Background: an optimization exercise with open tools, aiming at small area and a short achievable clock period. Do not read the settings as production practice.
Function was checked by simulation only, so behaviour that the tests miss may differ from the original.

## run A
==> flow/design.v <==
module prog_delay_line #(
  parameter  int WIDTH = 8,
  parameter  int DEPTH = 256,
  localparam int AW    = $clog2(DEPTH)
) (
  input  logic             clk,
  input  logic             rst,
  input  logic             shift_enable,
  input  logic [WIDTH-1:0] data_in,
  input  logic             cfg_load,
  input  logic [AW:0]      delay_cfg,
  input  logic             flush,
  output logic [WIDTH-1:0] data_out,
  output logic             out_valid,
  output logic [AW:0]      cur_delay
);
  localparam int G  = 16;           
  logic [WIDTH-1:0] chain [DEPTH-1];
  logic [AW:0]      cur_delay_q;       
  logic [AW-1:0]    dm1_q, dm1_d;      
  logic [AW-1:0]    fill_q, fill_d;    
  logic [WIDTH-1:0] data_out_q, data_out_d;
  logic             out_valid_q, out_valid_d;
  logic [WIDTH-1:0] data_out_n;
  logic             out_valid_n;
  logic [AW:0]      cfg_clamped;
  logic [3:0]       ins_row;
  logic             restart;
  logic             cfg_is_1;
  logic             cur_is_1;
  logic             hit;
  logic             d_is_1;
  logic [WIDTH-1:0] rd_data;
  always_comb begin
    cfg_clamped = delay_cfg;
    if (delay_cfg == '0) begin
      cfg_clamped = (AW+1)'(1);
    end else if (delay_cfg > (AW+1)'(DEPTH)) begin
      cfg_clamped = (AW+1)'(DEPTH);
    end
  end
  always_comb begin
    if (delay_cfg[AW])            dm1_d = '1;
    else if (delay_cfg == '0)     dm1_d = '0;
    else                          dm1_d = delay_cfg[AW-1:0] - AW'(1);
    if (!cfg_load)                dm1_d = dm1_q;
  end
  assign ins_row = ~dm1_q[AW-1:4];
  assign rd_data = chain[DEPTH - 1 - G + int'(dm1_q[3:0])];
  assign restart  = cfg_load | flush;
  assign cfg_is_1 = (delay_cfg[AW:1] == '0);
  assign cur_is_1 = (dm1_q == '0);
  assign d_is_1   = cfg_load ? cfg_is_1 : cur_is_1;
  assign hit      = restart ? d_is_1 : (fill_q >= dm1_q);
  always_comb begin
    fill_d      = restart ? '0 : fill_q;
    data_out_d  = ~data_out_n;
    out_valid_d = ~out_valid_n;
    if (restart) begin
      data_out_d  = '0;
      out_valid_d = 1'b0;
    end
    if (shift_enable) begin
      fill_d = (fill_d == '1) ? fill_d : fill_d + AW'(1);
      if (hit) begin
        out_valid_d = 1'b1;
        data_out_d  = d_is_1 ? data_in : rd_data;
      end else begin
        out_valid_d = 1'b0;
        data_out_d  = '0;
      end
    end
  end
  always_ff @(posedge clk) begin
    if (rst) begin
      fill_q      <= '0;
      dm1_q       <= AW'(DEPTH - 1);
      cur_delay_q <= (AW+1)'(DEPTH);
      data_out_q  <= '0;
      out_valid_q <= 1'b0;
      data_out_n  <= '1;
      out_valid_n <= 1'b1;
    end else begin
      fill_q      <= fill_d;
      dm1_q       <= dm1_d;
      cur_delay_q <= cfg_load ? cfg_clamped : cur_delay_q;
      data_out_q  <= data_out_d;
      out_valid_q <= out_valid_d;
      data_out_n  <= ~data_out_d;
      out_valid_n <= ~out_valid_d;
    end
  end
  always_ff @(posedge clk) begin
    if (shift_enable) begin
      chain[0] <= data_in;
      for (int s = 1; s < DEPTH-1; s++) begin
        if (s % G == 0 && (cfg_load || ins_row == 4'(s / G))) chain[s] <= data_in;
        else                                                  chain[s] <= chain[s-1];
      end
    end
  end
  assign data_out  = data_out_q;
  assign out_valid = out_valid_q;
  assign cur_delay = cur_delay_q;
endmodule
Settings: LEC_CHECK=0, CAP_MARGIN=20, CORE_MARGIN=2, CORE_UTILIZATION=40, CTS_CLUSTER_DIAMETER=100, CTS_CLUSTER_SIZE=30, SETUP_SLACK_MARGIN=3.7, SLEW_MARGIN=20; clock period 6.0 ns.
run.sh (not shown) runs the stock make flow with config.mk's settings and CLKGATE_MAP_FILE= SYNTH_SCRIPT=/design/flow/synth_recipe.tcl, a recipe that flattens the netlist after the stock synthesis.
Modified inputs, run B compared to run A
# run A
export LEC_CHECK = 0
export CAP_MARGIN = 20
export CORE_MARGIN = 2
export CORE_UTILIZATION = 40
export CTS_CLUSTER_DIAMETER = 100
export CTS_CLUSTER_SIZE = 30
export SETUP_SLACK_MARGIN = 3.7
export SLEW_MARGIN = 20
create_clock -name core_clock -period 6.0 [get_ports {clk}]
# run B
export LEC_CHECK = 0
export CAP_MARGIN = 20
export CORE_MARGIN = 2
export CORE_UTILIZATION = 50
export CTS_CLUSTER_DIAMETER = 100
export CTS_CLUSTER_SIZE = 30
export PLACE_DENSITY = 0.7
export SETUP_SLACK_MARGIN = 3.7
export SLEW_MARGIN = 20
create_clock -name core_clock -period 6.0 [get_ports {clk}]
--- outcome ---
Run B completed end to end with timing, DRC and antenna clean. Reported for run B and run A, mux contribution to synthesized area turned out identical to the last digit. The lower via count of run B and run A is in run B. The run with more setup slack is run B; run A has less. Compared with run A, run B improves total wire length. Going from run A to run B, the overall die height was found to have gone down by 10%.

## afterwards: timing with drivers on the ports
No port has a modelled driver above. Below, the same layouts with a new extraction and two added sets of constraints. Step 1 sets driving cells, clkbuf_16 on the clock port and buf_2 on the other inputs (assumed; they add their load-dependent delay and slew). Step 2 moves the port delays by t, midway between the first and last clock arrival at a register: inputs arrive t later, outputs are due t later. That takes back most of the time a late clock gives input paths. a / b / c = no drivers / after step 1 / after step 2; a / b = the first two.
| run | t, ns | setup WS [ns] | slew at the worst register clock pin (ns) |
|---|---|---|---|
| run A | 0.786 | 3.586 / 3.505 / 2.817 | 0.12 / 0.12 |
| run B | 0.756 | 3.634 / 3.562 / 2.947 | 0.12 / 0.12 |
After both steps setup and hold are still met in every run listed. The setup slack of run A, which loses most, moves by -0.081 ns with the drivers and by -0.769 ns with both steps.
